Source: an optimization exercise on an open RTL-to-GDS flow (aim: small area, a short achievable clock period and few clock cycles). Production flows keep margins and buffers that such runs may drop.
RTL that was checked went through simulation tests only; none was proved equivalent to the original.
Function not checked in runs 7 to 9: the RTL went through the layout flow alone.
Power and IR drop assume default switching activity. No driver is modelled on the clock port, so clocking that relies on it looks cheaper here than on a real chip.

## flow/flow/run.sh

```bash
#!/bin/bash
# Own layout flow: the standard synthesis unchanged, then the standard ORFS
# layout with sizing not tied to cell footprints, minimum-size port buffers,
# and a clock tree of smaller buffers without dummy loads.
set -euo pipefail
cd "$(dirname "$0")/.."
bash standard.sh synth > synth.log 2>&1
bash standard.sh \
  MATCH_CELL_FOOTPRINT=0 \
  "BUFFER_PORTS_ARGS=-buffer_cell sky130_fd_sc_hd__buf_1" \
  "CTS_ARGS=-sink_clustering_enable -repair_clock_nets -dont_use_dummy_load -buf_list sky130_fd_sc_hd__clkbuf_16 -sink_clustering_size 22 -sink_clustering_max_diameter 80" \
  finish > layout.log 2>&1
```

## flow/standard.sh

```bash
#!/bin/bash
# synth_recipe.tcl (not shown) runs the flow's synth.tcl, then flattens the netlist and writes it again
# the make line also repeats each setting of config.mk as NAME=value (left out here)
make -C /OpenROAD-flow-scripts/flow DESIGN_CONFIG=/design/flow/config.mk WORK_HOME=/design/flow/orfs CLKGATE_MAP_FILE= SYNTH_SCRIPT=/design/flow/synth_recipe.tcl "${@:-finish}"
```

## flow/config.mk

```make
export PLATFORM = sky130hd
export DESIGN_NAME = icache_ctrl
export DESIGN_NICKNAME = icache_ctrl
export VERILOG_FILES = /design/flow/design.v
export SDC_FILE = /design/flow/constraint.sdc
export NUM_CORES = 4
export LEC_CHECK = 0
export CAP_MARGIN = 20
export CORE_MARGIN = 2
export CORE_UTILIZATION = 55
export SETUP_SLACK_MARGIN = 2.3
export SLEW_MARGIN = 20
export SYNTH_HIERARCHICAL = 1
```

## flow/constraint.sdc

```tcl
create_clock -name core_clock -period 6.0 [get_ports {clk}]
set_input_delay 1.2000 -clock core_clock [delete_from_list [all_inputs] [get_ports {clk}]]
set_output_delay 1.2000 -clock core_clock [all_outputs]
set_load 0.01 [all_outputs]
```

## flow/design.v

```verilog
module icache_ctrl #(
  parameter int unsigned LINES       = 16,
  parameter int unsigned MEM_LATENCY = 1
) (
  input  logic         clk,
  input  logic         reset,
  input  logic         pc_valid,
  input  logic [31:0]  pc,
  input  logic         flush,
  output logic [31:0]  inst,
  output logic         inst_valid,
  output logic         stall,
  output logic [31:0]  mem_address,
  input  logic [127:0] mem_dataline,
  output logic [31:0]  hit_count,
  output logic [31:0]  miss_count
);
  localparam int unsigned IDX   = $clog2(LINES);
  localparam int unsigned TAG_W = 28 - IDX;
  logic [27:0]        buf_line_q;     
  logic               buf_ok_q;       
  logic               cont_q;         
  logic               first_q;        
  logic               idx_eq_q;       
  logic               tag_miss_q;     
  logic [28:0]        carry;          
  logic [6:0]         line_ne;
  logic               buf_hit;
  logic               hit_en;
  logic               stall_en;
  logic               stall_hit;
  logic               served;
  logic               idx_eq;
  logic               next_lo;
  logic               lo_en;
  logic               idx_ne;
  logic [3:0]         next_hi;
  logic               req;
  logic               start;
  logic [31:0]        hit_count_q;
  logic [31:0]        miss_count_q;
  logic               miss_add_q;
  logic [32:0]        hit_carry;
  logic [32:0]        miss_carry;
  logic [31:0]        miss_sum;
  logic [LINES-1:0]   valid_q;
  logic [TAG_W-1:0]   tag_q [LINES];
  logic [IDX-1:0]     buf_idx;
  logic [TAG_W-1:0]   buf_tag;
  logic [TAG_W-1:0]   slot_tag;
  logic               slot_valid;
  logic               buf_present;
  logic               pc_present;
  logic               new_miss;
  logic               fill;
  logic               fill_q;         
  logic [27:0]        fill_line_q;    
  logic               fill_same_q;    
  assign req     = pc_valid && !flush && !reset;
  assign start   = req && !cont_q;
  for (genvar g = 0; g < 7; g++) begin : g_line_ne
    icache_ctrl_ne4 u_ne (.a(pc[4+4*g +: 4]), .b(buf_line_q[4*g +: 4]), .ne(line_ne[g]));
  end
  assign hit_en  = buf_ok_q && pc_valid && !flush && !reset;
  assign stall_en = buf_ok_q && !flush;
  icache_ctrl_match u_match_iv (.ne(line_ne), .en(hit_en),   .match(inst_valid));
  icache_ctrl_match u_match_st (.ne(line_ne), .en(stall_en), .match(stall_hit));
  icache_ctrl_match u_match    (.ne(line_ne), .en(buf_ok_q), .match(buf_hit));
  assign stall      = pc_valid && !reset && !stall_hit;
  assign served     = req && buf_hit;         
  icache_ctrl_prefix #(28) u_carry (.a(buf_line_q), .p(carry));
  icache_ctrl_ne4 u_idx_ne (.a(pc[3+IDX:4]), .b(buf_line_q[IDX-1:0]), .ne(idx_ne));
  assign idx_eq  = !idx_ne;
  assign lo_en   = buf_ok_q && pc[3] && pc[2];
  icache_ctrl_nor2 u_next_lo (.a(idx_ne), .b(!lo_en), .y(next_lo));
  for (genvar g = 0; g < 4; g++) begin : g_next_hi
    icache_ctrl_all_ones u_next_hi (.en(buf_ok_q), .bits(pc[3+IDX:2]), .all(next_hi[g]));
  end
  always_comb begin
    mem_address[3:0] = 4'b0000;
    for (int i = 0; i < 28; i++)
      mem_address[4+i] = pc[4+i] ^ ((i < IDX) ? (next_lo && carry[i]) : (next_hi[(i-IDX)/6] && carry[i]));
  end
  assign buf_idx     = buf_line_q[IDX-1:0];
  assign buf_tag     = buf_line_q[27:IDX];
  assign slot_tag    = tag_q[buf_idx];
  assign slot_valid  = valid_q[buf_idx];
  assign buf_present = fill_same_q || (slot_valid && (slot_tag == buf_tag));
  assign pc_present  = fill_same_q ? !(|line_ne[6:1])
                                   : (slot_valid && (slot_tag == pc[31:4+IDX]));
  assign new_miss = (start && buf_hit && !buf_present) ||
                    (first_q && (idx_eq_q ? tag_miss_q : !buf_present));
  assign fill = served && !buf_present;
  icache_ctrl_prefix #(32) u_hit_carry  (.a(hit_count_q),  .p(hit_carry));
  icache_ctrl_prefix #(32) u_miss_carry (.a(miss_count_q), .p(miss_carry));
  assign miss_sum = miss_count_q ^ ({32{miss_add_q && !miss_carry[32]}} & miss_carry[31:0]);
  assign hit_count  = hit_count_q;
  assign miss_count = miss_sum;
  always_comb begin
    case (pc[3:2])
      2'd0:    inst = mem_dataline[127:96];
      2'd1:    inst = mem_dataline[95:64];
      2'd2:    inst = mem_dataline[63:32];
      default: inst = mem_dataline[31:0];
    endcase
  end
  always_ff @(posedge clk or posedge reset) begin
    if (reset) begin
      buf_ok_q     <= 1'b0;
      cont_q       <= 1'b0;
      first_q      <= 1'b0;
      hit_count_q  <= 32'h0;
      miss_count_q <= 32'h0;
      miss_add_q   <= 1'b0;
      valid_q      <= '0;
      fill_q       <= 1'b0;
      fill_same_q  <= 1'b0;
    end else begin
      buf_ok_q <= !flush;
      cont_q   <= req && !buf_hit;
      first_q  <= start && !buf_hit;
      hit_count_q  <= hit_count_q ^ ({32{served && !hit_carry[32]}} & hit_carry[31:0]);
      miss_add_q   <= new_miss;
      miss_count_q <= miss_sum;
      fill_q <= fill;
      fill_same_q <= fill && !(pc[3] && pc[2]);
      if (flush)
        valid_q <= '0;
      else if (fill_q)
        valid_q[fill_line_q[IDX-1:0]] <= 1'b1;
    end
  end
  always_ff @(posedge clk) begin
    buf_line_q <= mem_address[31:4];
    idx_eq_q   <= idx_eq;
    tag_miss_q <= !pc_present;
    fill_line_q <= buf_line_q;
    if (fill_q)
      tag_q[fill_line_q[IDX-1:0]] <= fill_line_q[27:IDX];
  end
endmodule
module icache_ctrl_prefix #(
  parameter int unsigned N = 28
) (
  input  logic [N-1:0] a,
  output logic [N:0]   p
);
  localparam int unsigned G = (N + 3) / 4;
  logic [G-1:0] grp;        
  logic [G:0]   below;      
  for (genvar k = 0; k < G; k++) begin : g_grp
    localparam int unsigned W = (4*k + 4 <= N) ? 4 : N - 4*k;
    icache_ctrl_and #(W) u_g (.a(a[4*k +: W]), .y(grp[k]));
  end
  for (genvar k = 0; k <= G; k++) begin : g_below
    if (k == 0) begin : g_none
      assign below[k] = 1'b1;
    end else if (k == 1) begin : g_one
      assign below[k] = grp[0];
    end else if (k <= 4) begin : g_low
      icache_ctrl_and #(k) u_b (.a(grp[k-1:0]), .y(below[k]));
    end else begin : g_high
      logic high;
      if (k == 5) begin : g_h1
        assign high = grp[4];
      end else begin : g_hn
        icache_ctrl_and #(k-4) u_h (.a(grp[k-1:4]), .y(high));
      end
      icache_ctrl_and #(2) u_b (.a({below[4], high}), .y(below[k]));
    end
  end
  for (genvar i = 0; i <= N; i++) begin : g_p
    if (i % 4 == 0) begin : g_whole
      assign p[i] = below[i/4];
    end else if (i < 4) begin : g_first
      icache_ctrl_and #(i) u_p (.a(a[i-1:0]), .y(p[i]));
    end else begin : g_part
      icache_ctrl_and #(i % 4 + 1) u_p (.a({below[i/4], a[i-1:i-i%4]}), .y(p[i]));
    end
  end
endmodule
module icache_ctrl_and #(
  parameter int unsigned N = 2
) (
  input  logic [N-1:0] a,
  output logic         y
);
  assign y = &a;
endmodule
module icache_ctrl_all_ones (
  input  logic       en,
  input  logic [5:0] bits,
  output logic       all
);
  assign all = en && (&bits);
endmodule
module icache_ctrl_ne4 (
  input  logic [3:0] a,
  input  logic [3:0] b,
  output logic       ne
);
  assign ne = (a != b);
endmodule
module icache_ctrl_match (
  input  logic [6:0] ne,
  input  logic       en,
  output logic       match
);
  logic [3:0] none;
  icache_ctrl_nor2 u_n0 (.a(ne[0]), .b(ne[1]), .y(none[0]));
  icache_ctrl_nor2 u_n1 (.a(ne[2]), .b(ne[3]), .y(none[1]));
  icache_ctrl_nor2 u_n2 (.a(ne[4]), .b(ne[5]), .y(none[2]));
  icache_ctrl_nor2 u_n3 (.a(ne[6]), .b(!en),   .y(none[3]));
  icache_ctrl_and4 u_a  (.a(none), .y(match));
endmodule
module icache_ctrl_nor2 (
  input  logic a,
  input  logic b,
  output logic y
);
  assign y = !(a || b);
endmodule
module icache_ctrl_and4 (
  input  logic [3:0] a,
  output logic       y
);
  assign y = &a;
endmodule
```

==> results of run 1 <==
-- sequential cells by signal, summed over array words and instances, names as in the netlist --
name and flops:
hit_count_q 32, buf_ok_q 1, cont_q 1, tag_miss_q 1, fill_q 1, tag_q 384, fill_line_q 28, buf_line_q 28
miss_count_q 32, fill_same_q 1, first_q 1, valid_q 16, miss_add_q 1, idx_eq_q 1
-- per-layer routing --
| metal | routed length, um | up-vias | track usage, % |
|---|---|---|---|
| met5 | 13 | - | 0.119 |
| met4 | 1660 | 2 | 6.96 |
| met3 | 4160 | 77 | 3.93 |
| met2 | 28100 | 502 | 44.2 |
| met1 | 25400 | 7040 | 40.5 |
| li1 | - | 5872 | - |
-- power breakdown --
group | internal, uW | leakage (uW) | switching (uW)
Combinational | 279 | 0.00350 | 330
Sequential | 3950 | 0.00513 | 72.5
Clock | 883 | 0.000370 | 1110
Total | 5110 | 0.00900 | 1510
-- worst paths after layout --
kind                                 from  cells after the start                to
setup / recovery            buf_line_q[0]                     11        miss_add_q
hold / removal             buf_line_q[13]                      0   fill_line_q[13]
setup reg to reg            buf_line_q[0]                     11        miss_add_q
hold reg to reg            buf_line_q[13]                      0   fill_line_q[13]
max in group asynchronous           reset                      3  miss_count_q[24]
min in group asynchronous           reset                      2        valid_q[0]
-- area by class of cell --
cell class              instances  area [um^2]
diodes                          1         2.50
repair inverters                1         5.00
flip-flops and latches        528        14900
repair buffers                342         1790
inverters                      12         48.8
well taps                     532          666
multi-input cells             789         7670
fillers                      3078        14700
clock buffers                  30          751
-- through the flow --
| step | hold WS, ns | util [%] | instances | area [um^2] | setup WS [ns] |
|---|---|---|---|---|---|
| after global routing | 0.380 | 63.7 | 2235 | 25800 | 2.27 |
| after CTS | 0.375 | 63.0 | 2231 | 25600 | 2.29 |
| final | 0.370 | 63.7 | 2235 | 25800 | 2.33 |
| after global placement | 0.397 | 59.8 | 2171 | 24200 | 1.66 |
| after floorplan | 0.374 | - | 1391 | 22500 | 1.72 |
| after detailed placement | 0.393 | 59.8 | 2171 | 24200 | 1.65 |
-- critical path, delay by kind of cell, from the launching register on --
kind / cells / cell delay [ns]
xor gates and xnor gates: 1 / 0.13
DFF: 1 / 0.38
AOI/OAI and AO/OA: 3 / 0.67
buffers and inverters: 3 / 0.58
and+or+nand+nor: 3 / 1.28
muxes: 1 / 0.51
-- repair_timing --
| action | CTS | global route |
|---|---|---|
| pin swaps | 6 | 11 |
| buffers inserted | 26 | 2 |
| gates cloned | 4 | 1 |
| gates resized for setup | 73 | 69 |
| setup endpoints to repair | 97 | 58 |
==> results.sh, run 1 <==
export IMPL_outcome="timing/DRC/antenna clean"
export IMPL_grt_pass1_wl_mm=84.2
export IMPL_fin_crit_ns=3.67
export IMPL_path_cells="buf_4 > buf_4 > buf_6 > mux4_2 > nand2_1 > a21boi_1 > a211oi_2 > xnor2_1 > or4_1 > or4_4 > a32o_1"
export IMPL_numCtsBuffers=30
export IMPL_cp_end_kind="flop"
export IMPL_cts_sinks=528
export IMPL_cts_tree="done"
export IMPL_skew_ns=0.0914
export IMPL_syn_instance_count=1388
export IMPL_yosys_warnings=7
export IMPL_drcViolationCount=0
export IMPL_cpMostUsedCell="buf_4"
export IMPL_drive_above_1_share_pct=20.6
export IMPL_io_buffers=287
export IMPL_htreeDepth=1
export IMPL_place_hpwl_mm=35.7
export IMPL_clk_pin_slew_ns=0.09
export IMPL_final_cell_mix="edfxtp_1, buf_1, mux4_2, nand2_1, xnor2_1"
export IMPL_setup_tns_ns=0
export IMPL_track_usage_pct=27.6
export IMPL_overflow=0
export IMPL_postRouteWirelength_mm=59.4
export IMPL_crit_slowest_cell="or4_1"
export IMPL_area_growth_pct=14.9
export IMPL_fin_nets=1873
export IMPL_crit_type="reg2reg"
export IMPL_core_region_area_um2=40600
export IMPL_fmax_mhz=272
export IMPL_final_common_cell="edfxtp_1"
export IMPL_antenna_found_initial=2
export IMPL_critPathArrivalTime_ns=4.13
export IMPL_io_pins=294
export IMPL_die_w_um=206
export IMPL_die_area_um2=42500
export IMPL_syn_area_um2=22500
export IMPL_p_total_uw=6620
export IMPL_start_kind="flop"
export IMPL_dr_first_iter_drc_count=1294
export IMPL_maxCapViolCount=0
export IMPL_pwr_density_cell_nw_per_um2=256
export IMPL_reg2reg_slack_ns=2.33
export IMPL_detail_route_wl_per_cell_um=26.6
export IMPL_p_leak_uw=0.00900
export IMPL_clockBufferDepth=3
export IMPL_gp_congestion=0.811
export IMPL_slew_limit_headroom_pct=43.9
export IMPL_peakVddDrop_uv=265
export IMPL_grt_max_degree=65
export IMPL_cts_root_buf="clkbuf_16"
export IMPL_vias=13500
export IMPL_postRouteAntennaNets=0
export IMPL_rsz0062_at_grt="yes"
export IMPL_crit_fanout=9
export IMPL_die_y_um=206
export IMPL_slew_viol_final=0
export IMPL_grt_pass1_vias=12900
export IMPL_vias_per_cell=6.04
export IMPL_first_pass_iters=5
export IMPL_hold_buffers=0
export IMPL_setup_violations=0
export IMPL_syn_avg_cell_area_um2=16.2
export IMPL_hp_class="reg2reg"
export IMPL_clock_latency_ns=0.64
export IMPL_rows=74
export IMPL_worstMarginPinSlew_ns=0.841
export IMPL_hold_viol=0
export IMPL_slowest_delay_ns=0.59
export IMPL_period_share_pct=61.2
export IMPL_start_util_pct=55.4
export IMPL_crit_required_ns=6.46
Testbench counts, summed over its fixed seeds: cycles 36,683.
==> inputs of run 2 (changes only) <==
--- a/flow/flow/run.sh
+++ b/flow/flow/run.sh
@@ -10,3 +10,3 @@
   "BUFFER_PORTS_ARGS=-buffer_cell sky130_fd_sc_hd__buf_1" \
-  "CTS_ARGS=-sink_clustering_enable -repair_clock_nets -dont_use_dummy_load -buf_list sky130_fd_sc_hd__clkbuf_16 -sink_clustering_size 22 -sink_clustering_max_diameter 80" \
+  "CTS_ARGS=-sink_clustering_enable -repair_clock_nets -dont_use_dummy_load -buf_list sky130_fd_sc_hd__clkbuf_16 -sink_clustering_size 30 -sink_clustering_max_diameter 100" \
   finish > layout.log 2>&1
--- a/flow/config.mk
+++ b/flow/config.mk
@@ -9,3 +9,3 @@
 export CORE_MARGIN = 2
-export CORE_UTILIZATION = 55
+export CORE_UTILIZATION = 40
 export SETUP_SLACK_MARGIN = 2.3
==> results.sh, run 2 <==
export IMPL_htreeDepth=1
export IMPL_hold_buffers=0
export IMPL_setup_tns_ns=0
export IMPL_crit_slowest_cell="dfxtp_4"
export IMPL_grt_max_degree=90
export IMPL_area_growth_pct=14.6
export IMPL_final_common_cell="edfxtp_1"
export IMPL_start_util_pct=40.6
export IMPL_rows=86
export IMPL_design_area_um2=25800
export IMPL_rsz0062_at_grt="yes"
export IMPL_path_cells="and4_4 > and4_4 > and2_4 > and4_4 > nand2_1 > xnor2_2 > buf_2"
export IMPL_cts_root_buf="clkbuf_16"
export IMPL_antenna_found_initial=1
export IMPL_setup_violations=0
export IMPL_start_kind="flop"
export IMPL_postRouteWirelength_mm=59.6
export IMPL_period_share_pct=61.3
export IMPL_grt_pass1_vias=12900
export IMPL_clk_pin_slew_ns=0.12
export IMPL_die_y_um=241
export IMPL_io_buffers=287
export IMPL_first_pass_iters=5
export IMPL_overflow=0
export IMPL_crit_required_ns=4.80
export IMPL_die_w_um=241
export IMPL_syn_instance_count=1388
export IMPL_critPathArrivalTime_ns=2.48
export IMPL_cpMostUsedCell="and4_4"
export IMPL_drcViolationCount=0
export IMPL_crit_fanout=6
export IMPL_io_pins=294
export IMPL_cts_sinks=528
export IMPL_fmax_mhz=272
export IMPL_slew_viol_final=0
export IMPL_syn_area_um2=22500
export IMPL_final_cell_mix="edfxtp_1, buf_1, xnor2_1"
export IMPL_clock_latency_ns=0.59
export IMPL_detail_route_wl_per_cell_um=24.4
export IMPL_clockBufferDepth=3
export IMPL_fin_util_pct=46.6
export IMPL_skew_ns=0.0465
export IMPL_cp_end_kind="primary output"
export IMPL_vias_per_cell=5.47
export IMPL_p_leak_uw=0.00875
export IMPL_placed_area_um2=24500
export IMPL_postRouteAntennaNets=0
export IMPL_peakVddDrop_uv=185
export IMPL_numCtsBuffers=21
export IMPL_grt_pass1_wl_mm=84.4
export IMPL_die_area_um2=58100
export IMPL_outcome="timing/DRC/antenna clean"
export IMPL_slowest_delay_ns=0.40
export IMPL_layout_cells_non_filler=2441
export IMPL_vias=13400
export IMPL_place_hpwl_mm=36.5
export IMPL_placed_cells_incl_taps=2384
export IMPL_gp_congestion=0.805
export IMPL_slew_limit_headroom_pct=27.2
export IMPL_largest_reg_flops=384
export IMPL_hold_viol=0
export IMPL_maxCapViolCount=0
export IMPL_track_usage_pct=19.8
export IMPL_crit_type="reg2out"
export IMPL_core_region_area_um2=55300
export IMPL_pwr_density_cell_nw_per_um2=245
export IMPL_fin_crit_ns=3.68
export IMPL_dr_first_iter_drc_count=1244
export IMPL_num_antenna_cells=0
export IMPL_drive_above_1_share_pct=18.8
export IMPL_hp_class="reg2reg"
export IMPL_fin_nets=1864
export IMPL_syn_avg_cell_area_um2=16.2
export IMPL_yosys_warnings=7
export IMPL_worstMarginPinSlew_ns=1.09
export IMPL_cts_tree="done"
run 2: repair_timing:
action                     CTS  global route
setup endpoints to repair   98            47
pin swaps                    9            11
setup buffers               15            15
resized for setup           78            50
cloned                       3             2
run 2: critical path, delay by kind of cell (launching register included):
family,cells,cell delay [ns]
xor+xnor,1,0.26
buf+inv,1,0.19
flops,1,0.40
simple gates,5,1.07
run 2: area by class of cell:
class                      instances  area, um^2
clock buffer                      21         526
timing repair inverter             1        5.00
multi-input combinational        789        7590
inverter                          12        51.3
timing repair buffer             342        1760
tap                              748         936
sequential                       528       14900
fill                            4915       29600
run 2: routing by layer:
layer / vias to the layer above / routed length, um / global-route usage [%]
met5: - / 0 / 0
li1: 5849 / - / -
met1: 6979 / 26200 / 29.7
met2: 483 / 27900 / 31.3
met3: 49 / 4560 / 2.48
met4: 0 / 898 / 3.40
run 2: final timing paths:
path,cells after the start,slack [ns],to,startpoint
max,7,2.32,mem_address[27],buf_line_q[2]
min,0,0.39,fill_line_q[11],buf_line_q[11]
max reg2reg,11,2.37,miss_add_q,buf_line_q[3]
min reg2reg,0,0.39,fill_line_q[11],buf_line_q[11]
max in group asynchronous,3,4.01,miss_count_q[27],reset
min in group asynchronous,3,0.78,valid_q[15],reset
run 2: per-stage QoR:
step	hold slack, ns	worst slack (ns)	total power (uW)
floorplan	0.374	1.72	4440
global placement	0.403	1.63	4630
detailed placement	0.407	1.56	4640
CTS	0.407	2.23	6320
global route	0.402	2.28	6510
finish	0.394	2.32	6310
run 2: power breakdown:
part | switching, uW | total (uW) | internal (uW)
Sequential | 69.8 | 4020 | 3950
Clock | 1060 | 1700 | 636
Combinational | 327 | 589 | 263
==> inputs of run 3 (changes only) <==
--- a/flow/flow/run.sh
+++ b/flow/flow/run.sh
@@ -10,3 +10,3 @@
   "BUFFER_PORTS_ARGS=-buffer_cell sky130_fd_sc_hd__buf_1" \
-  "CTS_ARGS=-sink_clustering_enable -repair_clock_nets -dont_use_dummy_load -buf_list sky130_fd_sc_hd__clkbuf_16 -sink_clustering_size 30 -sink_clustering_max_diameter 100" \
+  "CTS_ARGS=-sink_clustering_enable -repair_clock_nets -dont_use_dummy_load -buf_list sky130_fd_sc_hd__clkbuf_16 -sink_clustering_size 26 -sink_clustering_max_diameter 90" \
   finish > layout.log 2>&1
--- a/flow/config.mk
+++ b/flow/config.mk
@@ -10,2 +10,3 @@
 export CORE_UTILIZATION = 40
+export PLACE_DENSITY = 0.75
 export SETUP_SLACK_MARGIN = 2.3
==> results.sh, run 3 <==
export IMPL_syn_instance_count=1388
export IMPL_fin_hold_ws_ns=0.370
export IMPL_pwr_density_cell_nw_per_um2=247
export IMPL_area_growth_pct=15.7
export IMPL_reg2reg_depth=11
export IMPL_gp_congestion=0.897
export IMPL_final_cell_mix="edfxtp_1, buf_1, mux4_2, nand2_1, xnor2_1"
export IMPL_fin_crit_ns=3.71
export IMPL_maxCapViolCount=0
export IMPL_crit_required_ns=4.80
export IMPL_grt_pass1_vias=13200
export IMPL_setup_violations=0
export IMPL_p_leak_uw=0.00900
export IMPL_syn_avg_cell_area_um2=16.2
export IMPL_path_cells="clkbuf_2 > xnor2_1 > nand4_1 > nor2_1 > and4_1 > nor2_1 > buf_1"
export IMPL_critPathArrivalTime_ns=2.51
export IMPL_antenna_found_initial=1
export IMPL_track_usage_pct=19.6
export IMPL_fin_nets=1871
export IMPL_numCtsBuffers=24
export IMPL_syn_area_um2=22500
export IMPL_postRouteAntennaNets=0
export IMPL_drcViolationCount=0
export IMPL_cts_sinks=528
export IMPL_rows=86
export IMPL_whs_endpoint="fill_line_q[5]"
export IMPL_hp_class="reg2reg"
export IMPL_crit_type="in2out"
export IMPL_start_kind="input pin"
export IMPL_cts_tree="done"
export IMPL_num_antenna_cells=0
export IMPL_skew_ns=0.0869
export IMPL_yosys_warnings=7
export IMPL_critical_path_reg2reg_startpoint="buf_line_q[3]"
export IMPL_slew_viol_final=0
export IMPL_outcome="timing/DRC/antenna clean"
export IMPL_reg2reg_slack_ns=2.35
export IMPL_peakVddDrop_uv=205
export IMPL_clock_latency_ns=0.60
export IMPL_largest_reg_flops=384
export IMPL_crit_slowest_cell="nand4_1"
export IMPL_clk_pin_slew_ns=0.10
export IMPL_vias_per_cell=5.62
export IMPL_crit_fanout=4
export IMPL_period_share_pct=61.9
export IMPL_rsz0062_at_grt="yes"
export IMPL_drive_above_1_share_pct=21.1
export IMPL_hold_viol=0
export IMPL_detail_route_wl_per_cell_um=24.1
export IMPL_cpMostUsedCell="nor2_1"
export IMPL_cp_end_kind="primary output"
export IMPL_fin_util_pct=47.0
export IMPL_setup_tns_ns=0
export IMPL_final_common_cell="edfxtp_1"
export IMPL_fill_cells=4730
export IMPL_overflow=0
export IMPL_vias=13800
export IMPL_p_total_uw=6410
export IMPL_die_area_um2=58100
export IMPL_postRouteWirelength_mm=59.0
export IMPL_io_buffers=287
export IMPL_slowest_delay_ns=0.29
export IMPL_place_hpwl_mm=36.9
export IMPL_whs_path_depth=0
export IMPL_io_pins=294
export IMPL_cp_startpoint="pc[9]"
export IMPL_slew_limit_headroom_pct=35.9
export IMPL_core_region_area_um2=55300
export IMPL_fmax_mhz=269
export IMPL_first_pass_iters=6
export IMPL_grt_max_degree=88
export IMPL_cts_root_buf="clkbuf_16"
export IMPL_dr_first_iter_drc_count=1432
export IMPL_die_w_um=241
export IMPL_regToRegEndpoint="miss_add_q"
export IMPL_clockBufferDepth=3
export IMPL_htreeDepth=1
export IMPL_worstMarginPinSlew_ns=0.960
export IMPL_hold_buffers=0
export IMPL_start_util_pct=40.6
export IMPL_grt_pass1_wl_mm=84.2
export IMPL_multi_input_area_um2=7640
export IMPL_min_from="buf_line_q[5]"
export IMPL_die_y_um=241
export IMPL_seqCellArea_um2=14900
## run 3: changes by cell type in the layout (fill, tap and decap cells not counted), sizes merged
cell,previous run,this run
clkinv,1,0
buf,310,299
clkbuf,53,72
## run 3: layer usage
| metal | vias to the layer above | GRT usage (%) | routed length, um |
|---|---|---|---|
| met3 | 87 | 5.01 | 6600 |
| met2 | 717 | 30.2 | 27500 |
| li1 | 5864 | - | - |
| met5 | - | 0 | 13 |
| met1 | 7095 | 27.8 | 23400 |
| met4 | 2 | 5.27 | 1570 |
## run 3: worst max-delay path: cells and delay by family
family | cells | cell delay, ns
simple gates | 4 | 0.78
buf+inv | 2 | 0.34
xor+xnor | 1 | 0.19
## run 3: worst max path at each step
stage	endpoint	cells after the start
floorplan	inst_valid	7
global placement	mem_address[14]	6
detailed placement	mem_address[15]	6
CTS	miss_count[27]	8
global route	miss_count[0]	8
finish	stall	7
## run 3: timing repair
item | in CTS | in global routing
setup endpoints to repair | 97 | 57
gates cloned | 3 | 1
buffers inserted | 24 | 4
pin swaps | 7 | 9
resized for setup | 80 | 83
## run 3: per-stage QoR
stage / worst slack, ns / instance area [um^2] / cells
floorplan: 1.72 / 22500 / 1391
finish: 2.29 / 26000 / 2448
detailed placement: 1.65 / 24500 / 2392
global route: 2.27 / 26000 / 2448
global placement: 1.71 / 24500 / 2392
CTS: 2.30 / 25700 / 2443
## run 3: area by class of cell
class | instances | area share (%)
clock buffers | 24 | 2.31
inverters | 12 | 0.202
multi-input cells | 789 | 29.4
flip-flops and latches | 528 | 57.3
well taps | 748 | 3.60
repair buffers | 347 | 7.23
## run 3: report_power, final
group	switching (uW)	total, uW	internal (uW)
registers	73.4	4020	3940
logic	331	613	282
clock network	1060	1780	718
==> inputs of run 4 (changes only) <==
--- a/flow/config.mk
+++ b/flow/config.mk
@@ -10,3 +10,2 @@
 export CORE_UTILIZATION = 40
-export PLACE_DENSITY = 0.75
 export SETUP_SLACK_MARGIN = 2.3
==> results.sh, run 4 <==
export IMPL_peakVddDrop_uv=209
export IMPL_syn_avg_cell_area_um2=16.2
export IMPL_io_pins=294
export IMPL_cp_end_kind="primary output"
export IMPL_pwr_density_cell_nw_per_um2=249
export IMPL_crit_required_ns=4.80
export IMPL_place_hpwl_mm=36.5
export IMPL_clock_latency_ns=0.59
export IMPL_final_common_cell="edfxtp_1"
export IMPL_postRouteWirelength_mm=59.2
export IMPL_drive_above_1_share_pct=19.5
export IMPL_crit_fanout=7
export IMPL_rows=86
export IMPL_setup_tns_ns=0
export IMPL_syn_area_um2=22500
export IMPL_hold_viol=0
export IMPL_yosys_warnings=7
export IMPL_period_share_pct=61.1
export IMPL_cts_root_buf="clkbuf_16"
export IMPL_switching_power_uw=1480
export IMPL_fin_util_pct=46.7
export IMPL_slew_viol_final=0
export IMPL_dr_first_iter_drc_count=1141
export IMPL_vias=13300
export IMPL_final_cell_mix="edfxtp_1, buf_1, xnor2_1"
export IMPL_placed_cells_incl_taps=2384
export IMPL_cts_sinks=528
export IMPL_fmax_mhz=273
export IMPL_syn_instance_count=1388
export IMPL_start_kind="flop"
export IMPL_grt_pass1_wl_mm=84.7
export IMPL_vias_per_cell=5.45
export IMPL_pwr_share_comb_pct=9.2
export IMPL_slew_limit_headroom_pct=27.7
export IMPL_overflow=0
export IMPL_critPathArrivalTime_ns=2.47
export IMPL_area_growth_pct=15.0
export IMPL_io_buffers=287
export IMPL_first_pass_iters=5
export IMPL_pwr_share_seq_pct=62.4
export IMPL_grt_pass1_vias=13000
export IMPL_largest_reg_flops=384
export IMPL_crit_type="reg2out"
export IMPL_cts_tree="done"
export IMPL_outcome="timing/DRC/antenna clean"
export IMPL_worstMarginPinSlew_ns=1.08
export IMPL_skew_ns=0.0574
export IMPL_detail_route_wl_per_cell_um=24.2
export IMPL_fin_nets=1865
export IMPL_start_util_pct=40.6
export IMPL_p_leak_uw=0.00882
export IMPL_clockBufferDepth=3
export IMPL_antenna_found_initial=1
export IMPL_layout_cells_non_filler=2442
export IMPL_p_total_uw=6430
export IMPL_setup_violations=0
export IMPL_drcViolationCount=0
export IMPL_clk_pin_slew_ns=0.10
export IMPL_core_region_area_um2=55300
export IMPL_hp_class="reg2reg"
export IMPL_die_w_um=241
export IMPL_postRouteAntennaNets=0
export IMPL_track_usage_pct=19.8
export IMPL_die_area_um2=58100
export IMPL_grt_max_degree=90
export IMPL_maxCapViolCount=0
export IMPL_rsz0062_at_grt="yes"
export IMPL_die_y_um=241
export IMPL_switching_share_pct=23.0
export IMPL_fin_crit_ns=3.67
export IMPL_gp_congestion=0.805
export IMPL_clkPwrFrac_pct=28.5
export IMPL_p_int_uw=4950
export IMPL_num_antenna_cells=0
export IMPL_numCtsBuffers=25
export IMPL_htreeDepth=1
==> run 4: cell types whose count changed in the layout (fill, tap and decap cells not counted), moves of 2 or more <==
| cell | change |
|---|---|
| clkbuf_2 | -9 |
| xnor2_2 | -12 |
| buf_1 | +10 |
| buf_2 | +3 |
| dfxtp_2 | +2 |
| buf_6 | -3 |
| dfxtp_4 | -2 |
| buf_12 | -4 |
| nor2_2 | -13 |
| clkbuf_4 | -3 |
| nor2_4 | +13 |
| xnor2_1 | +12 |
==> run 4: per-stage QoR <==
step / hold WS, ns / instance area [um^2] / worst slack [ns]
detailed placement: 0.407 / 24500 / 1.56
CTS: 0.403 / 25600 / 2.27
finish: 0.403 / 25900 / 2.33
global placement: 0.403 / 24500 / 1.63
global route: 0.409 / 25900 / 2.29
floorplan: 0.374 / 22500 / 1.72
==> run 4: path summary, 6_finish.rpt <==
| kind | start | cells after the start | endpoint | slack [ns] |
|---|---|---|---|---|
| max | buf_line_q[12] | 7 | mem_address[27] | 2.33 |
| min | buf_line_q[11] | 0 | fill_line_q[11] | 0.40 |
| max reg2reg | buf_line_q[3] | 11 | miss_add_q | 2.45 |
| min reg2reg | buf_line_q[11] | 0 | fill_line_q[11] | 0.40 |
| max in group asynchronous | reset | 3 | miss_count_q[24] | 3.97 |
| min in group asynchronous | reset | 3 | valid_q[15] | 0.76 |
==> run 4: metal layers <==
metal | track usage (%) | part of all wire, %
met2 | 31.5 | 47
met4 | 3.91 | 1.9
met5 | 0 | 0
met3 | 2.81 | 6.5
met1 | 29.3 | 45
==> run 4: repair_timing <==
item / CTS / global route
gates resized for setup: 90 / 48
setup buffers: 20 / 8
setup endpoints to repair: 98 / 36
pin swaps: 9 / 10
hold buffers: 0 / 0
gates cloned: 3 / 1
==> run 4: cell type report <==
class / count / area [um^2]
clock buffer: 25 / 626
timing repair buffer: 339 / 1720
tap: 748 / 936
inverter: 12 / 51.3
fill: 4903 / 29500
timing repair inverter: 1 / 5.00
multi-input combinational: 789 / 7620
sequential: 528 / 14900
==> run 4: power groups by stage <==
stage,clock network [uW],logic [uW],registers [uW]
2_1_floorplan,0,365,4070
5_1_grt,1980,636,4020
6_report,1830,589,4010
3_3_place_gp,0,531,4100
3_5_place_dp,0,536,4100
4_1_cts,1870,582,4010
==> run 4: worst max-delay path, stage by stage (launching register included) <==
cell and delay (ns):
dfxtp_4 0.41, and4_4 0.26, and4_4 0.24, and2_4 0.17, and4_1 0.23, nand2_1 0.11
xnor2_2 0.26, buf_2 0.19
==> inputs of run 5 (changes only) <==
--- a/flow/config.mk
+++ b/flow/config.mk
@@ -13 +13,2 @@
 export SYNTH_HIERARCHICAL = 1
+export TNS_END_PERCENT = 30
==> results.sh, run 5 <==
export IMPL_overflow=0
export IMPL_final_cell_mix="edfxtp_1, buf_1, xnor2_1"
export IMPL_rsz0062_at_grt="yes"
export IMPL_io_buffers=287
export IMPL_grt_pass1_wl_mm=85.0
export IMPL_syn_area_um2=22500
export IMPL_fin_hold_ws_ns=0.396
export IMPL_slew_viol_final=0
export IMPL_gp_congestion=0.822
export IMPL_fin_util_pct=46.5
export IMPL_io_pins=294
export IMPL_period_share_pct=62.1
export IMPL_clk_pin_slew_ns=0.11
export IMPL_fill_cells=4891
export IMPL_cts_tree="done"
export IMPL_place_hpwl_mm=37.5
export IMPL_rows=86
export IMPL_syn_avg_cell_area_um2=16.2
export IMPL_crit_fanout=7
export IMPL_yosys_warnings=7
export IMPL_drive_above_1_share_pct=18.2
export IMPL_peakVddDrop_uv=224
export IMPL_start_util_pct=40.6
export IMPL_critPathArrivalTime_ns=2.52
export IMPL_fin_ws_ns=2.28
export IMPL_detail_route_wl_per_cell_um=24.7
export IMPL_area_growth_pct=14.5
export IMPL_worstMarginPinSlew_ns=0.786
export IMPL_met2_length_mm=27.7
export IMPL_p_leak_uw=0.00874
export IMPL_crit_type="in2out"
export IMPL_die_y_um=241
export IMPL_dp_slack_ns=1.49
export IMPL_htreeDepth=1
export IMPL_start_kind="input pin"
export IMPL_fin_nets=1857
export IMPL_hp_class="reg2reg"
export IMPL_largest_reg_flops=384
export IMPL_first_pass_iters=4
export IMPL_vias_per_cell=5.51
export IMPL_cts_sinks=528
export IMPL_whs_path_depth=0
export IMPL_met1_length_mm=26.7
export IMPL_die_w_um=241
export IMPL_die_area_um2=58100
export IMPL_crit_required_ns=4.80
export IMPL_setup_violations=0
export IMPL_clockBufferDepth=3
export IMPL_wl_met3_mm=4.36
export IMPL_clock_latency_ns=0.61
export IMPL_outcome="timing/DRC/antenna clean"
export IMPL_drcViolationCount=0
export IMPL_antenna_found_initial=3
export IMPL_reg2reg_depth=9
export IMPL_fin_crit_ns=3.72
export IMPL_final_common_cell="edfxtp_1"
export IMPL_syn_instance_count=1388
export IMPL_maxCapViolCount=0
export IMPL_grt_max_degree=90
export IMPL_vias=13400
export IMPL_numCtsBuffers=25
export IMPL_pwr_density_cell_nw_per_um2=249
export IMPL_hold_buffers=0
export IMPL_skew_ns=0.0655
export IMPL_track_usage_pct=20.1
export IMPL_postRouteAntennaNets=0
export IMPL_postRouteWirelength_mm=60.1
export IMPL_fmax_mhz=268
export IMPL_top_layer_used="met5"
export IMPL_grt_pass1_vias=13000
export IMPL_cts_root_buf="clkbuf_16"
export IMPL_cp_end_kind="primary output"
export IMPL_dr_first_iter_drc_count=1269
export IMPL_core_region_area_um2=55300
export IMPL_setup_tns_ns=0
export IMPL_slew_limit_headroom_pct=47.6
export IMPL_num_antenna_cells=0
export IMPL_hold_viol=0
[run 5: stage by stage]
stage               power, uW  cell area [um^2]  std cells
CTS                      6450             25600       2430
floorplan                4430             22500       1391
detailed placement       4640             24600       2389
finish                   6410             25700       2434
global placement         4630             24500       2387
global route             6630             25700       2434
[run 5: layout make-up]
class | instances | area [um^2] | share of cell area (%)
Timing Repair Buffer | 332 | 1670 | 6.48
Tap cell | 748 | 936 | 3.64
Inverter | 12 | 48.8 | 0.190
Sequential cell | 528 | 14900 | 57.8
Clock buffer | 25 | 626 | 2.43
Multi-Input combinational cell | 789 | 7580 | 29.4
[run 5: worst max-delay path, cell delays in order]
cell,delay (ns)
clkbuf_2,0.22
nand4_1,0.19
nor2_4,0.28
nand2_1,0.13
xnor2_2,0.30
buf_1,0.19
[run 5: path summary, 6_finish.rpt]
kind,from,to,slack (ns)
max in group asynchronous,reset,miss_count_q[21],4.52
worst min register to register,buf_line_q[10],fill_line_q[10],0.40
min in group asynchronous,reset,hit_count_q[24],0.94
worst max register to register,buf_line_q[0],miss_add_q,2.42
worst min-delay path,buf_line_q[10],fill_line_q[10],0.40
worst max-delay path,pc[5],mem_address[11],2.28
[run 5: report_power, final]
| part | leakage, uW | internal (uW) | switching [uW] |
|---|---|---|---|
| sequential | 0.00513 | 3950 | 74.4 |
| combinational | 0.00330 | 258 | 319 |
| clock | 0.000308 | 745 | 1070 |
[run 5: layer usage]
layer	GRT usage, %	vias up
met5	0	-
met4	4.49	6
met3	3.75	75
met2	30.9	456
met1	29.7	7027
li1	-	5840
[run 5: what timing repair did]
| item | CTS | global route |
|---|---|---|
| pin swaps | 5 | 2 |
| endpoints found under the setup margin | 97 | 68 |
| buffers inserted | 14 | 2 |
| cloned | 2 | 2 |
| resized for setup | 71 | 39 |
==> inputs of run 6 (changes only) <==
--- a/flow/config.mk
+++ b/flow/config.mk
@@ -10,5 +10,4 @@
 export CORE_UTILIZATION = 40
-export SETUP_SLACK_MARGIN = 2.3
+export SETUP_SLACK_MARGIN = 2.4
 export SLEW_MARGIN = 20
 export SYNTH_HIERARCHICAL = 1
-export TNS_END_PERCENT = 30
==> results.sh, run 6 <==
export IMPL_worstMarginPinSlew_ns=0.748
export IMPL_postRouteWirelength_mm=65.7
export IMPL_numCtsBuffers=26
export IMPL_critPathCapture="mem_address[8]"
export IMPL_htreeDepth=1
export IMPL_crit_fanout=7
export IMPL_fin_nets=1912
export IMPL_pwr_share_seq_pct=61.2
export IMPL_hold_viol=0
export IMPL_area_growth_pct=18.9
export IMPL_clock_latency_ns=0.61
export IMPL_start_kind="input pin"
export IMPL_start_util_pct=40.6
export IMPL_syn_area_um2=22500
export IMPL_grt_max_degree=58
export IMPL_period_share_pct=60.4
export IMPL_critPathArrivalTime_ns=2.42
export IMPL_die_w_um=241
export IMPL_die_y_um=241
export IMPL_core_region_area_um2=55300
export IMPL_cts_tree="done"
export IMPL_final_common_cell="edfxtp_1"
export IMPL_p_int_uw=5030
export IMPL_pwr_density_cell_nw_per_um2=245
export IMPL_overflow=0
export IMPL_clk_pin_slew_ns=0.09
export IMPL_reg2reg_slack_ns=2.42
export IMPL_hp_class="reg2reg"
export IMPL_antenna_found_initial=11
export IMPL_skew_ns=0.0438
export IMPL_syn_instance_count=1388
export IMPL_io_buffers=287
export IMPL_design_area_um2=26700
export IMPL_track_usage_pct=22.1
export IMPL_switching_power_uw=1520
export IMPL_setup_violations=0
export IMPL_maxCapViolCount=0
export IMPL_grt_pass1_vias=13600
export IMPL_largest_reg_flops=384
export IMPL_fin_crit_ns=3.62
export IMPL_fin_util_pct=48.3
export IMPL_yosys_warnings=7
export IMPL_slew_viol_final=0
export IMPL_syn_avg_cell_area_um2=16.2
export IMPL_final_cell_mix="edfxtp_1, buf_1, mux4_2"
export IMPL_clockBufferDepth=3
export IMPL_cts_sinks=528
export IMPL_pwr_share_comb_pct=10.3
export IMPL_drcViolationCount=0
export IMPL_rsz0062_at_grt="yes"
export IMPL_first_pass_iters=5
export IMPL_p_total_uw=6550
export IMPL_cp_end_kind="primary output"
export IMPL_critical_path_reg2reg_startpoint="buf_line_q[0]"
export IMPL_vias_per_cell=5.49
export IMPL_switching_share_pct=23.2
export IMPL_place_hpwl_mm=42.3
export IMPL_grt_pass1_wl_mm=91.9
export IMPL_p_leak_uw=0.00949
export IMPL_setup_tns_ns=0
export IMPL_fin_hold_ws_ns=0.402
export IMPL_crit_slowest_cell="nor2_4"
export IMPL_path_cells="buf_6 > nand4_1 > nor2_4 > nand2_1 > xnor2_4 > clkbuf_2"
export IMPL_slowest_delay_ns=0.28
export IMPL_crit_required_ns=4.80
export IMPL_rows=86
export IMPL_drive_above_1_share_pct=26.5
export IMPL_cp_startpoint="pc[6]"
export IMPL_crit_type="in2out"
export IMPL_clkPwrFrac_pct=28.5
export IMPL_regToRegEndpoint="miss_add_q"
export IMPL_placed_area_um2=24500
export IMPL_postRouteAntennaNets=0
export IMPL_slew_limit_headroom_pct=50.2
export IMPL_cts_root_buf="clkbuf_16"
export IMPL_reg2reg_depth=10
export IMPL_gp_congestion=0.846
export IMPL_fmax_mhz=276
export IMPL_detail_route_wl_per_cell_um=26.3
export IMPL_vias=13700
export IMPL_die_area_um2=58100
export IMPL_outcome="timing/DRC/antenna clean"
export IMPL_io_pins=294
export IMPL_dr_first_iter_drc_count=1113
export IMPL_peakVddDrop_uv=220
run 6: stage by stage:
stage | setup WS, ns | instances
finish | 2.38 | 2498
global placement | 1.62 | 2394
floorplan | 1.72 | 1391
CTS | 2.36 | 2464
detailed placement | 1.59 | 2394
global route | 2.33 | 2497
run 6: worst max-delay path: cells and delay by family:
kind                      cells  cell delay (ns)
xor gates and xnor gates      1             0.27
buffers and inverters         2             0.31
and+or+nand+nor               3             0.64
run 6: timing repair:
item                                    4_1_cts  5_1_grt
hold buffers                                  0        0
endpoints found under the setup margin       97       62
setup buffers                                39       25
resized for setup                           154      147
gates cloned                                  5        0
pin swaps                                    13       26
run 6: worst min-delay path by stage:
stage / start / to / slack, ns / cells after the start
after floorplan: buf_line_q[27] / fill_line_q[27] / 0.37 / 0
after global placement: buf_line_q[11] / fill_line_q[11] / 0.41 / 0
after detailed placement: buf_line_q[11] / fill_line_q[11] / 0.41 / 0
after CTS: buf_line_q[11] / fill_line_q[11] / 0.40 / 0
after global routing: buf_line_q[6] / fill_line_q[6] / 0.41 / 0
final: buf_line_q[6] / fill_line_q[6] / 0.40 / 0
run 6: per-layer routing:
metal	vias to the layer above	global-route usage (%)	share of wire, %
li1	5963	-	-
met1	7088	27.5	39
met2	562	38.3	50
met3	110	3.16	6.8
met4	2	10.2	4.5
met5	-	0	0.020
run 6: power groups by stage:
stage	clock network, uW	logic (uW)	registers (uW)
after floorplan	0	366	4070
after global placement	0	530	4110
after detailed placement	0	531	4120
after CTS	1910	640	4010
after global routing	2020	718	4020
final	1870	673	4010
run 6: layout make-up:
type                    instances  area, um^2
diodes                          9        22.5
clock buffers                  26         651
fillers                      4733       28600
inverters                      12        51.3
multi-input cells             789        7910
flip-flops and latches        528       14900
well taps                     748         936
repair buffers                386        2260
==> inputs of run 7 (changes only) <==
--- a/flow/design.v
+++ b/flow/design.v
@@ -51,2 +51,3 @@
   logic               slot_valid;
+  logic [LINES-1:0]   idx_oh;         
   logic               buf_present;
@@ -85,4 +86,13 @@
   assign buf_tag     = buf_line_q[27:IDX];
-  assign slot_tag    = tag_q[buf_idx];
-  assign slot_valid  = valid_q[buf_idx];
+  for (genvar j = 0; j < LINES; j++) begin : g_idx_oh
+    assign idx_oh[j] = (buf_idx == IDX'(j));
+  end
+  for (genvar b = 0; b < TAG_W; b++) begin : g_slot
+    logic [LINES-1:0] col;
+    for (genvar j = 0; j < LINES; j++) begin : g_col
+      assign col[j] = tag_q[j][b];
+    end
+    icache_ctrl_sel16 u_sel (.sel(idx_oh), .d(col), .y(slot_tag[b]));
+  end
+  icache_ctrl_sel16 u_sel_valid (.sel(idx_oh), .d(valid_q), .y(slot_valid));
   assign buf_present = fill_same_q || (slot_valid && (slot_tag == buf_tag));
@@ -228 +238,8 @@
 endmodule
+module icache_ctrl_sel16 (
+  input  logic [15:0] sel,
+  input  logic [15:0] d,
+  output logic        y
+);
+  assign y = |(sel & d);
+endmodule
--- a/flow/config.mk
+++ b/flow/config.mk
@@ -10,3 +10,3 @@
 export CORE_UTILIZATION = 40
-export SETUP_SLACK_MARGIN = 2.4
+export SETUP_SLACK_MARGIN = 2.3
 export SLEW_MARGIN = 20
==> results.sh, run 7 <==
export IMPL_outcome="timing/DRC/antenna clean"
export IMPL_drive_above_1_share_pct=25.4
export IMPL_start_kind="input pin"
export IMPL_clkPwrFrac_pct=29.0
export IMPL_clock_latency_ns=0.61
export IMPL_crit_fanout=4
export IMPL_cts_sinks=528
export IMPL_fin_hold_ws_ns=0.399
export IMPL_postRouteWirelength_mm=67.8
export IMPL_die_area_um2=56900
export IMPL_setup_violations=0
export IMPL_io_buffers=287
export IMPL_syn_instance_count=1380
export IMPL_area_growth_pct=19.2
export IMPL_yosys_warnings=7
export IMPL_rsz0062_at_grt="yes"
export IMPL_place_hpwl_mm=42.6
export IMPL_numCtsBuffers=27
export IMPL_fin_nets=1942
export IMPL_first_pass_iters=5
export IMPL_syn_area_um2=22000
export IMPL_syn_avg_cell_area_um2=15.9
export IMPL_path_cells="clkbuf_2 > xnor2_1 > nand4_1 > nor2_1 > and4_4 > nor3b_4 > buf_2"
export IMPL_worstMarginPinSlew_ns=1.11
export IMPL_antenna_found_initial=1
export IMPL_cts_tree="done"
export IMPL_crit_required_ns=4.80
export IMPL_vias_per_cell=5.81
export IMPL_pwr_share_comb_pct=9.8
export IMPL_final_common_cell="edfxtp_1"
export IMPL_critPathArrivalTime_ns=2.52
export IMPL_rows=85
export IMPL_setup_tns_ns=0
export IMPL_grt_max_degree=77
export IMPL_clk_pin_slew_ns=0.10
export IMPL_reg2reg_slack_ns=2.41
export IMPL_peakVddDrop_uv=224
export IMPL_cts_root_buf="clkbuf_16"
export IMPL_postRouteAntennaNets=0
export IMPL_switching_power_uw=1540
export IMPL_skew_ns=0.0758
export IMPL_overflow=0
export IMPL_drcViolationCount=0
export IMPL_crit_type="in2out"
export IMPL_gp_congestion=0.883
export IMPL_fmax_mhz=269
export IMPL_slew_viol_final=0
export IMPL_clockBufferDepth=3
export IMPL_fin_crit_ns=3.72
export IMPL_largest_reg_flops=384
export IMPL_p_leak_uw=0.00917
export IMPL_hold_viol=0
export IMPL_period_share_pct=62.1
export IMPL_cp_end_kind="primary output"
export IMPL_pwr_share_seq_pct=61.2
export IMPL_dr_first_iter_drc_count=1321
export IMPL_core_region_area_um2=54100
export IMPL_htreeDepth=1
export IMPL_hp_class="reg2reg"
export IMPL_pwr_density_cell_nw_per_um2=250
export IMPL_grt_pass1_wl_mm=94.8
export IMPL_p_int_uw=5020
export IMPL_track_usage_pct=23.2
export IMPL_grt_pass1_vias=13800
export IMPL_crit_slowest_cell="nand4_1"
export IMPL_io_pins=294
export IMPL_vias=14300
export IMPL_detail_route_wl_per_cell_um=27.5
export IMPL_start_util_pct=40.6
export IMPL_maxCapViolCount=0
export IMPL_die_y_um=239
export IMPL_switching_share_pct=23.4
export IMPL_die_w_um=239
export IMPL_slowest_delay_ns=0.28
export IMPL_slew_limit_headroom_pct=26.2
export IMPL_final_cell_mix="edfxtp_1, buf_1, xnor2_1"
## run 7: final cells by class
cell class,count,area (um^2)
diodes,1,2.50
clock buffers,27,676
fillers,4664,27900
inverters,9,35.0
multi-input cells,811,7530
flip-flops and latches,528,14900
well taps,696,871
repair buffers,396,2220
## run 7: worst max-delay path, delay by kind of cell
family / cells / cell delay (ns)
simple gates: 4 / 0.85
xor+xnor: 1 / 0.14
buf+inv: 2 / 0.32
## run 7: worst paths after layout
| check | startpoint | endpoint | depth (start not counted) |
|---|---|---|---|
| hold reg to reg | buf_line_q[27] | fill_line_q[27] | 0 |
| setup reg to reg | buf_line_q[1] | tag_miss_q | 13 |
| max in group asynchronous | reset | miss_count_q[0] | 3 |
| min in group asynchronous | reset | buf_ok_q | 2 |
| hold / removal | buf_line_q[27] | fill_line_q[27] | 0 |
| setup / recovery | pc[21] | stall | 7 |
## run 7: per-stage QoR
stage / power (uW) / worst slack (ns) / instance area [um^2] / instances / util (%)
floorplan: 4400 / 2.35 / 22000 / 1383 / -
global placement: 4640 / 1.67 / 24200 / 2374 / 44.8
detailed placement: 4650 / 1.64 / 24300 / 2376 / 44.9
CTS: 6560 / 2.28 / 25700 / 2438 / 47.5
global route: 6780 / 2.26 / 26200 / 2468 / 48.5
finish: 6560 / 2.28 / 26200 / 2468 / 48.5
## run 7: routing by layer
metal / part of all wire (%) / GRT usage [%] / wire length, um / vias up
met1: 40 / 31.4 / 27100 / 7288
met3: 9.2 / 3.45 / 6250 / 114
met5: 0 / 0 / 0 / -
met4: 3.4 / 6.82 / 2310 / 0
met2: 47 / 38.7 / 32200 / 703
li1: - / - / - / 6222
## run 7: what timing repair did
item / in CTS / in global routing
setup endpoints to repair: 98 / 65
gates resized for setup: 131 / 89
setup buffers: 34 / 28
hold buffers: 0 / 0
pin swaps: 15 / 23
cloned: 1 / 1
## run 7: power by group through the flow
stage / clock network (uW) / logic (uW) / registers, uW
floorplan: 0 / 325 / 4070
global placement: 0 / 534 / 4100
detailed placement: 0 / 539 / 4110
CTS: 1950 / 590 / 4020
global route: 2080 / 678 / 4030
finish: 1900 / 642 / 4020
==> inputs of run 8 (changes only) <==
--- a/flow/design.v
+++ b/flow/design.v
@@ -51,3 +51,7 @@
   logic               slot_valid;
-  logic [LINES-1:0]   idx_oh;         
+  logic [IDX-1:0]     buf_idx_n_q;    
+  logic [TAG_W/4-1:0] buf_tag_ne;
+  logic [TAG_W/4-1:0] pc_tag_ne;
+  logic               buf_slot_hit;
+  logic               pc_slot_hit;
   logic               buf_present;
@@ -86,16 +90,15 @@
   assign buf_tag     = buf_line_q[27:IDX];
-  for (genvar j = 0; j < LINES; j++) begin : g_idx_oh
-    assign idx_oh[j] = (buf_idx == IDX'(j));
-  end
-  for (genvar b = 0; b < TAG_W; b++) begin : g_slot
-    logic [LINES-1:0] col;
-    for (genvar j = 0; j < LINES; j++) begin : g_col
-      assign col[j] = tag_q[j][b];
-    end
-    icache_ctrl_sel16 u_sel (.sel(idx_oh), .d(col), .y(slot_tag[b]));
-  end
-  icache_ctrl_sel16 u_sel_valid (.sel(idx_oh), .d(valid_q), .y(slot_valid));
-  assign buf_present = fill_same_q || (slot_valid && (slot_tag == buf_tag));
-  assign pc_present  = fill_same_q ? !(|line_ne[6:1])
-                                   : (slot_valid && (slot_tag == pc[31:4+IDX]));
+  assign slot_tag[TAG_W/2-1:0]     = tag_q[buf_idx][TAG_W/2-1:0];
+  assign slot_tag[TAG_W-1:TAG_W/2] = tag_q[~buf_idx_n_q][TAG_W-1:TAG_W/2];
+  assign slot_valid  = valid_q[buf_idx];
+  for (genvar g = 0; g < TAG_W/4; g++) begin : g_tag_ne
+    icache_ctrl_ne4 u_buf_ne (.a(slot_tag[4*g +: 4]), .b(buf_tag[4*g +: 4]),
+                              .ne(buf_tag_ne[g]));
+    icache_ctrl_ne4 u_pc_ne  (.a(slot_tag[4*g +: 4]), .b(pc[4+IDX+4*g +: 4]),
+                              .ne(pc_tag_ne[g]));
+  end
+  icache_ctrl_match6 u_buf_match (.ne(buf_tag_ne), .en(slot_valid), .match(buf_slot_hit));
+  icache_ctrl_match6 u_pc_match  (.ne(pc_tag_ne),  .en(slot_valid), .match(pc_slot_hit));
+  assign buf_present = fill_same_q || buf_slot_hit;
+  assign pc_present  = fill_same_q ? !(|line_ne[6:1]) : pc_slot_hit;
   assign new_miss = (start && buf_hit && !buf_present) ||
@@ -144,2 +147,3 @@
     buf_line_q <= mem_address[31:4];
+    buf_idx_n_q <= ~mem_address[3+IDX:4];
     idx_eq_q   <= idx_eq;
@@ -238,8 +242,13 @@
 endmodule
-module icache_ctrl_sel16 (
-  input  logic [15:0] sel,
-  input  logic [15:0] d,
-  output logic        y
-);
-  assign y = |(sel & d);
-endmodule
+module icache_ctrl_match6 (
+  input  logic [5:0] ne,
+  input  logic       en,
+  output logic       match
+);
+  logic [3:0] none;
+  icache_ctrl_nor2 u_n0 (.a(ne[0]), .b(ne[1]), .y(none[0]));
+  icache_ctrl_nor2 u_n1 (.a(ne[2]), .b(ne[3]), .y(none[1]));
+  icache_ctrl_nor2 u_n2 (.a(ne[4]), .b(ne[5]), .y(none[2]));
+  assign none[3] = en;
+  icache_ctrl_and4 u_a  (.a(none), .y(match));
+endmodule
--- a/flow/flow/run.sh
+++ b/flow/flow/run.sh
@@ -10,3 +10,3 @@
   "BUFFER_PORTS_ARGS=-buffer_cell sky130_fd_sc_hd__buf_1" \
-  "CTS_ARGS=-sink_clustering_enable -repair_clock_nets -dont_use_dummy_load -buf_list sky130_fd_sc_hd__clkbuf_16 -sink_clustering_size 26 -sink_clustering_max_diameter 90" \
+  "CTS_ARGS=-sink_clustering_enable -repair_clock_nets -dont_use_dummy_load -buf_list sky130_fd_sc_hd__clkbuf_16 -sink_clustering_size 22 -sink_clustering_max_diameter 80" \
   finish > layout.log 2>&1
==> results.sh, run 8 <==
export IMPL_outcome="timing/DRC/antenna clean"
export IMPL_worstMarginPinSlew_ns=0.939
export IMPL_skew_ns=0.0538
export IMPL_detail_route_wl_per_cell_um=24.7
export IMPL_cp_startpoint="pc[5]"
export IMPL_io_buffers=287
export IMPL_crit_fanout=7
export IMPL_first_pass_iters=5
export IMPL_reg2reg_slack_ns=2.62
export IMPL_fin_nets=1851
export IMPL_crit_required_ns=4.80
export IMPL_pwr_density_cell_nw_per_um2=257
export IMPL_final_common_cell="edfxtp_1"
export IMPL_setup_tns_ns=0
export IMPL_maxCapViolCount=0
export IMPL_yosys_warnings=7
export IMPL_grt_max_degree=58
export IMPL_hp_class="reg2reg"
export IMPL_drive_above_1_share_pct=22.1
export IMPL_overflow=0
export IMPL_regToRegEndpoint="miss_add_q"
export IMPL_core_region_area_um2=55200
export IMPL_fmax_mhz=268
export IMPL_peakVddDrop_uv=195
export IMPL_critPathArrivalTime_ns=2.53
export IMPL_dr_first_iter_drc_count=1055
export IMPL_cts_sinks=532
export IMPL_grt_pass1_wl_mm=85.2
export IMPL_rows=86
export IMPL_fin_crit_ns=3.73
export IMPL_area_growth_pct=16.0
export IMPL_cp_end_kind="primary output"
export IMPL_final_cell_mix="edfxtp_1, buf_1, xnor2_1"
export IMPL_syn_area_um2=22400
export IMPL_rsz0062_at_grt="yes"
export IMPL_clockBufferDepth=3
export IMPL_antenna_found_initial=5
export IMPL_place_hpwl_mm=37.3
export IMPL_cts_root_buf="clkbuf_16"
export IMPL_slew_viol_final=0
export IMPL_drcViolationCount=0
export IMPL_crit_type="in2out"
export IMPL_reg2reg_depth=11
export IMPL_largest_reg_flops=384
export IMPL_p_leak_uw=0.00889
export IMPL_numCtsBuffers=31
export IMPL_placed_area_um2=24400
export IMPL_die_y_um=241
export IMPL_start_util_pct=40.6
export IMPL_syn_avg_cell_area_um2=16.4
export IMPL_track_usage_pct=20.2
export IMPL_vias=13300
export IMPL_start_kind="input pin"
export IMPL_htreeDepth=1
export IMPL_io_pins=294
export IMPL_design_area_um2=26000
export IMPL_syn_instance_count=1365
export IMPL_setup_violations=0
export IMPL_cts_tree="done"
export IMPL_clk_pin_slew_ns=0.09
export IMPL_die_area_um2=57900
export IMPL_die_w_um=241
export IMPL_postRouteWirelength_mm=60.1
export IMPL_vias_per_cell=5.48
export IMPL_period_share_pct=62.1
export IMPL_postRouteAntennaNets=0
export IMPL_gp_congestion=0.785
export IMPL_hold_buffers=0
export IMPL_grt_pass1_vias=13100
export IMPL_hold_viol=0
export IMPL_critical_path_reg2reg_startpoint="buf_idx_n_q[0]"
export IMPL_critPathCapture="mem_address[5]"
export IMPL_slew_limit_headroom_pct=37.1
export IMPL_clock_latency_ns=0.61
## run 8: worst min path at each step
| stage | start | slack (ns) | to | cells past startpoint |
|---|---|---|---|---|
| after floorplan | buf_line_q[27] | 0.37 | fill_line_q[27] | 0 |
| after global placement | buf_line_q[27] | 0.39 | fill_line_q[27] | 0 |
| after detailed placement | buf_line_q[27] | 0.39 | fill_line_q[27] | 0 |
| after CTS | buf_line_q[3] | 0.39 | fill_line_q[3] | 0 |
| after global routing | buf_line_q[3] | 0.39 | fill_line_q[3] | 0 |
| final | buf_line_q[3] | 0.39 | fill_line_q[3] | 0 |
## run 8: power breakdown
part           internal [uW]  switching (uW)
Sequential              3980            87.4
Clock                    911            1110
Combinational            277             299
## run 8: cell type report
type                            instances  area [um^2]
Clock buffer                           31          776
Timing Repair inverter                  2         12.5
Inverter                               15         60.1
Antenna cell                            5         12.5
Timing Repair Buffer                  344         1730
Fill cell                            4833        29200
Multi-Input combinational cell        757         7490
Tap cell                              748          936
Sequential cell                       532        15000
## run 8: metrics by stage
step | util, % | setup slack (ns) | cells | total power, uW | hold WS [ns]
2_1_floorplan | - | 1.78 | 1368 | 4460 | 0.375
3_3_place_gp | 44.1 | 1.38 | 2363 | 4640 | 0.391
3_5_place_dp | 44.1 | 1.36 | 2365 | 4650 | 0.390
4_1_cts | 46.4 | 2.30 | 2419 | 6690 | 0.393
5_1_grt | 47.0 | 2.19 | 2434 | 6900 | 0.391
6_report | 47.0 | 2.27 | 2434 | 6660 | 0.388
## run 8: metal layers
metal,wire [um],vias to the layer above,GRT usage [%]
li1,-,5836,-
met1,24900,6916,27.4
met2,29200,516,33.1
met3,4520,72,3.31
met4,1480,0,7.21
met5,0,-,0
## run 8: critical path, cell delays in order
cell,delay [ns]
clkbuf_4,0.22
xnor2_2,0.13
nand4_1,0.19
nor2_4,0.21
nand2_2,0.11
xnor2_4,0.27
buf_1,0.18
## run 8: timing repair
action,CTS,global route
setup buffers,19,7
gates resized for setup,105,74
endpoints found under the hold margin,0,0
pin swaps,10,10
cloned,4,1
setup endpoints to repair,95,69
==> inputs of run 9 (changes only) <==
--- a/flow/config.mk
+++ b/flow/config.mk
@@ -10,3 +10,3 @@
 export CORE_UTILIZATION = 40
-export SETUP_SLACK_MARGIN = 2.3
+export SETUP_SLACK_MARGIN = 2.5
 export SLEW_MARGIN = 20
==> results.sh, run 9 <==
export IMPL_peakVddDrop_uv=226
export IMPL_area_growth_pct=23.8
export IMPL_grt_met2_usage_pct=35.2
export IMPL_vias_per_cell=5.47
export IMPL_gp_congestion=0.776
export IMPL_critical_path_reg2reg_startpoint="buf_line_q[0]"
export IMPL_p_total_uw=6770
export IMPL_multi_input_area_um2=8220
export IMPL_fin_crit_ns=3.65
export IMPL_fin_hold_ws_ns=0.402
export IMPL_core_region_area_um2=55200
export IMPL_skew_ns=0.0503
export IMPL_whs_path_depth=0
export IMPL_slew_limit_headroom_pct=35.2
export IMPL_worstMarginPinSlew_ns=0.968
export IMPL_use_met3_pct=3.03
export IMPL_fin_nets=1940
export IMPL_place_hpwl_mm=37.1
export IMPL_track_usage_pct=20.3
export IMPL_outcome="timing/DRC/antenna clean"
export IMPL_final_common_cell="edfxtp_1"
export IMPL_path_cells="buf_12 > xnor2_4 > nand4_1 > nor2_4 > nand2_2 > xnor2_4 > buf_6"
export IMPL_overflow=0
export IMPL_start_util_pct=40.6
export IMPL_postRouteWirelength_mm=60.8
export IMPL_layout_cells_non_filler=2519
export IMPL_p_leak_uw=0.0104
export IMPL_final_cell_mix="edfxtp_1, buf_1, mux4_2"
export IMPL_min_from="buf_line_q[15]"
export IMPL_start_kind="input pin"
export IMPL_placed_cells_incl_taps=2367
export IMPL_crit_required_ns=4.80
export IMPL_die_w_um=241
export IMPL_hold_viol=0
export IMPL_pwr_density_cell_nw_per_um2=244
export IMPL_clk_pin_slew_ns=0.08
export IMPL_hp_class="reg2reg"
export IMPL_maxCapViolCount=0
export IMPL_vias=13800
export IMPL_die_area_um2=57900
export IMPL_htreeDepth=1
export IMPL_grt_max_degree=71
export IMPL_postRouteAntennaNets=0
export IMPL_yosys_warnings=7
export IMPL_drive_above_1_share_pct=34.9
export IMPL_whs_endpoint="fill_line_q[15]"
export IMPL_placed_area_um2=24400
export IMPL_setup_tns_ns=0
export IMPL_largest_reg_flops=384
export IMPL_cp_end_kind="primary output"
export IMPL_design_area_um2=27700
export IMPL_syn_avg_cell_area_um2=16.4
export IMPL_crit_slowest_cell="nor2_4"
export IMPL_grt_pass1_vias=13700
export IMPL_detail_route_wl_per_cell_um=24.1
export IMPL_reg2reg_depth=12
export IMPL_met1_usage_pct=26.2
export IMPL_regToRegEndpoint="miss_add_q"
export IMPL_clockBufferDepth=3
export IMPL_grt_pass1_wl_mm=86.3
export IMPL_cts_sinks=532
export IMPL_critPathArrivalTime_ns=2.45
export IMPL_slowest_delay_ns=0.25
export IMPL_cts_root_buf="clkbuf_16"
export IMPL_period_share_pct=60.8
export IMPL_clock_latency_ns=0.59
export IMPL_dr_first_iter_drc_count=1235
export IMPL_crit_fanout=4
export IMPL_first_pass_iters=5
export IMPL_crit_type="in2out"
export IMPL_cts_tree="done"
export IMPL_grt_busiest_layer="met2"
export IMPL_seqCellArea_um2=15000
export IMPL_numCtsBuffers=31
export IMPL_cpMostUsedCell="xnor2_4"
export IMPL_rsz0062_at_grt="yes"
export IMPL_rows=86
export IMPL_fill_cells=4620
export IMPL_io_buffers=287
export IMPL_syn_area_um2=22400
export IMPL_slew_viol_final=0
export IMPL_antenna_found_initial=2
export IMPL_io_pins=294
export IMPL_fmax_mhz=274
export IMPL_die_y_um=241
export IMPL_setup_violations=0
export IMPL_drcViolationCount=0
export IMPL_syn_instance_count=1365
export IMPL_reg2reg_slack_ns=2.65
[run 9: critical path, delay by kind of cell]
family / cells / cell delay, ns
XOR/XNOR: 2 / 0.36
buffers and inverters: 2 / 0.29
AND/OR/NAND/NOR: 3 / 0.58
[run 9: timing repair]
action	CTS	global route
hold buffers	0	0
gates cloned	4	2
endpoints found under the setup margin	130	80
gates resized for setup	312	172
setup buffers	70	44
pin swaps	47	80
[run 9: layout make-up]
cell class | count | share of cell area (%)
flip-flops and latches | 532 | 54.1
clock buffers | 31 | 2.80
repair buffers | 435 | 9.88
well taps | 748 | 3.38
diodes | 1 | 0.00903
inverters | 15 | 0.217
multi-input cells | 757 | 29.6
[run 9: per-stage QoR]
| step | util (%) | worst slack [ns] |
|---|---|---|
| after global routing | 50.2 | 2.30 |
| after CTS | 48.3 | 2.40 |
| after detailed placement | 44.2 | 1.65 |
| after floorplan | - | 1.78 |
| final | 50.2 | 2.35 |
| after global placement | 44.2 | 1.68 |
[run 9: report_power, final]
| group | switching [uW] | leakage (uW) | total [uW] | internal, uW |
|---|---|---|---|---|
| logic | 344 | 0.00488 | 698 | 353 |
| clock network | 1110 | 0.000382 | 2020 | 912 |
| registers | 74.7 | 0.00516 | 4050 | 3970 |
[run 9: how the worst max path moves through the flow]
stage                            endpoint  cells past startpoint             from  slack, ns
final                      mem_address[6]                      7            pc[4]       2.35
after global routing       miss_count[11]                      8  miss_count_q[2]       2.30
after CTS                  mem_address[7]                      7            pc[4]       2.40
after detailed placement  mem_address[21]                      6            pc[2]       1.65
after global placement    mem_address[25]                      6            pc[2]       1.68
after floorplan                inst_valid                      6            reset       1.78
[run 9: per-layer routing]
| metal | wire length, um | vias up |
|---|---|---|
| met4 | 1830 | 2 |
| met5 | 13 | - |
| li1 | - | 6019 |
| met2 | 30400 | 521 |
| met1 | 24400 | 7153 |
| met3 | 4120 | 85 |

[re-timing with driven ports]
Ports are ideal in the flow. The routed layouts listed here were re-timed in OpenROAD.
Step 1, drivers: a clkbuf_16 drives clk and a buf_2 each remaining input, both assumed.
Step 2 times the ports against the registers' clock, not the clock port: input delays grow and output delays shrink by t, the midpoint of the rising clock arrivals with the driver on.
a / b / c = ideal ports / drivers / drivers and shift; a / b = the first two.
run | shift t [ns] | setup slack, ns
run 1 | 0.645 | 2.330 / 2.276 / 2.276
run 2 | 0.619 | 2.323 / 2.266 / 2.273
run 3 | 0.623 | 2.287 / 2.266 / 2.266
run 4 | 0.619 | 2.335 / 2.270 / 2.270
run 5 | 0.627 | 2.275 / 2.212 / 2.212
run 6 | 0.640 | 2.376 / 2.307 / 2.307
run 7 | 0.631 | 2.276 / 2.255 / 2.255
run 8 | 0.641 | 2.273 / 2.250 / 2.250
run 9 | 0.633 | 2.352 / 2.277 / 2.249
After both steps setup and hold are still met in every run listed.
